Context: an optimization exercise on an open-source flow, tuned for small area. The choices shown serve that exercise and are no tape-out recipe.
The RTL was checked by simulation tests, not by an equivalence proof against the original design.
The clock port is modelled as an ideal driver; clocking choices that lean on that would not hold on a real chip.
Power and IR drop assume default switching activity.

Design image_readback_streamer, start of the top module:
module image_readback_streamer #(
  parameter int unsigned TOTAL_BITS = image_pkg::TOTAL_BITS
) (
  input  logic                                 clk,
  input  logic                                 rst_n,
  input  logic                                 start_i,
  input  logic                                 abort_i,
  input  logic                                 img_valid_i,
  input  logic [TOTAL_BITS-1:0]                img_in_i,
  output logic [7:0]                           tx_data_o,
  output logic                                 tx_valid_o,
  input  logic                                 tx_ready_i,
  output logic                                 busy_o,
  output logic                                 done_o,
  output logic                                 err_not_ready_o,
  output logic [$clog2(TOTAL_BITS/8+1)-1:0]    byte_idx_o
);
For scale: roughly 1,900 cells after synthesis, roughly 930 I/O pins.
==> module image_readback_streamer, before the edit <==
module image_readback_streamer #(
  parameter int unsigned TOTAL_BITS = image_pkg::TOTAL_BITS
) (
  input  logic                                 clk,
  input  logic                                 rst_n,
  input  logic                                 start_i,
  input  logic                                 abort_i,
  input  logic                                 img_valid_i,
  input  logic [TOTAL_BITS-1:0]                img_in_i,
  output logic [7:0]                           tx_data_o,
  output logic                                 tx_valid_o,
  input  logic                                 tx_ready_i,
  output logic                                 busy_o,
  output logic                                 done_o,
  output logic                                 err_not_ready_o,
  output logic [$clog2(TOTAL_BITS/8+1)-1:0]    byte_idx_o
);
  localparam int unsigned NUM_BYTES = TOTAL_BITS / 8;
  localparam int unsigned IDX_W     = $clog2(NUM_BYTES + 1);
  logic                  stream_q;    
  logic                  done_q;      
  logic [IDX_W-1:0]      idx_q;
  logic                  err_q;
  logic                  inv_q;       
  logic [TOTAL_BITS-1:0] shadow_q, shadow_d;
  logic                  last_byte;
  logic                  ld, sh, hd;
  assign last_byte = (idx_q == IDX_W'(NUM_BYTES - 1));
  always_ff @(posedge clk or negedge rst_n) begin
    if (!rst_n) begin
      stream_q <= 1'b0;
      done_q   <= 1'b0;
      idx_q    <= '0;
      err_q    <= 1'b0;
    end else begin
      err_q  <= !abort_i && !stream_q && !done_q && start_i && !img_valid_i;
      done_q <= !abort_i && stream_q && tx_ready_i && last_byte;
      if (abort_i) begin
        stream_q <= 1'b0;
        idx_q    <= '0;
      end else if (stream_q) begin
        if (tx_ready_i) begin
          if (last_byte) begin
            stream_q <= 1'b0;
            idx_q    <= '0;
          end else begin
            idx_q <= idx_q + IDX_W'(1);
          end
        end
      end else if (!done_q && start_i && img_valid_i) begin
        stream_q <= 1'b1;
      end
    end
  end
  assign ld = !stream_q;
  assign sh = stream_q && tx_ready_i;
  assign hd = stream_q && !tx_ready_i;
  always_ff @(posedge clk) begin
    inv_q <= stream_q ? !inv_q : 1'b1;
  end
  for (genvar i = 0; i < TOTAL_BITS - 8; i++) begin : g_bit
    irs_bit u_bit (.ld(ld), .sh(sh), .hd(hd), .d(img_in_i[i]), .up(shadow_q[i + 8]),
                   .q(shadow_q[i]), .y(shadow_d[i]));
  end
  for (genvar i = TOTAL_BITS - 8; i < TOTAL_BITS; i++) begin : g_top
    irs_bit u_bit (.ld(ld), .sh(sh), .hd(hd), .d(img_in_i[i]), .up(shadow_q[i]),
                   .q(shadow_q[i]), .y(shadow_d[i]));
  end
  always_ff @(posedge clk) begin
    shadow_q <= shadow_d;
  end
  assign tx_data_o       = {8{stream_q}} & (shadow_q[7:0] ^ {8{inv_q}});
  assign tx_valid_o      = stream_q;
  assign busy_o          = stream_q;
  assign done_o          = done_q;
  assign byte_idx_o      = idx_q;
  assign err_not_ready_o = err_q;
endmodule
clock: 5.0 ns
lec_check: 0
cap_margin: 20
core_area: 2.76 2.72 467.1 157.76
die_area: 0 0 470 160
place_density: 0.6
slew_margin: 20
synth_hierarchical: 1
synth_minimum_keep_size: 0
standard.sh (not shown) runs the stock make flow with config.mk's settings and CLKGATE_MAP_FILE= SYNTH_SCRIPT=/design/flow/synth_recipe.tcl, a recipe that flattens the netlist after the stock synthesis.
==> flow/flow/run.sh <==
#!/bin/bash
# Own layout flow: the standard flow (standard synthesis unchanged), with the port buffers
# made of the smallest buffer, a clock tree of smaller buffers without dummy loads, and a fanout
# limit for the buffering of high-fanout nets.
set -euo pipefail
export BUFFER_PORTS_ARGS="-buffer_cell sky130_fd_sc_hd__buf_1"
export CTS_ARGS="-sink_clustering_enable -repair_clock_nets -dont_use_dummy_load -sink_clustering_size 14 -sink_clustering_max_diameter 40 -buf_list {sky130_fd_sc_hd__clkbuf_8}"
export PRE_GLOBAL_PLACE_TCL="$PWD/flow/fanout.tcl"
export PRE_RESIZE_TCL="$PWD/flow/fanout.tcl"
export PRE_CTS_TCL="$PWD/flow/fanout.tcl"
export PRE_GLOBAL_ROUTE_TCL="$PWD/flow/fanout.tcl"
bash standard.sh synth > synth.log 2>&1
bash standard.sh finish > layout.log 2>&1
==> flow/flow/fanout.tcl <==
# Keep the wide select nets in buffer trees of modest fanout, which route more cleanly.
set_max_fanout 80 [current_design]
Change:
--- a/flow/design.v
+++ b/flow/design.v
@@ -21,6 +21,15 @@
   output logic y
 );
   assign y = ~((ld & d) | (sh & up) | (hd & q));
+endmodule
+module irs_bit_top (
+  input  logic ld,
+  input  logic hd,
+  input  logic d,
+  input  logic q,
+  output logic y
+);
+  assign y = ~((ld & d) | (hd & q));
 endmodule
 module image_readback_streamer #(
   parameter int unsigned TOTAL_BITS = image_pkg::TOTAL_BITS
@@ -87,8 +96,7 @@
                    .q(shadow_q[i]), .y(shadow_d[i]));
   end
   for (genvar i = TOTAL_BITS - 8; i < TOTAL_BITS; i++) begin : g_top
-    irs_bit u_bit (.ld(ld), .sh(sh), .hd(hd), .d(img_in_i[i]), .up(shadow_q[i]),
-                   .q(shadow_q[i]), .y(shadow_d[i]));
+    irs_bit_top u_bit (.ld(ld), .hd(hd), .d(img_in_i[i]), .q(shadow_q[i]), .y(shadow_d[i]));
   end
   always_ff @(posedge clk) begin
     shadow_q <= shadow_d;
The new run finished with timing, DRC and antenna clean. Area after synthesis is about the same. First-iteration DRC count goes up by a little under a tenth. Register-to-register slack barely changes. Clock-buffer cell count increases by 1. Hold slack is about the same. Core utilization drops by 0.16 points. Fmax barely changes. Via count came out lower slightly. Cell count fell slightly. Final area went down slightly. Total power hardly moves. Global-route usage goes up by 0.19 points.

[afterwards: timing with drivers on the ports]
Ports are ideal in the flow. The routed layouts listed here were re-timed in OpenROAD. Step 1 sets driving cells, clkbuf_16 on the clock port and buf_2 on the other inputs (assumed; they add their load-dependent delay and slew). Step 2 moves the port delays by t, midway between the first and last clock arrival at a register: inputs arrive t later, outputs are due t later. That takes back most of the time a late clock gives input paths. Slacks: ideal ports / drivers / drivers and shift; pairs: ideal ports / drivers.
run	t, ns	slack for setup (ns)	hold WS [ns]	worst setup path after step 2	worst register clock-pin slew, ns
the first run	0.760	1.627 / 1.568 / 1.750	0.294 / 0.262 / 0.390	input to register	0.10 / 0.10
the second run	0.747	1.634 / 1.575 / 1.872	0.296 / 0.264 / 0.375	input to register	0.10 / 0.10
After both steps every run listed still meets setup and hold.
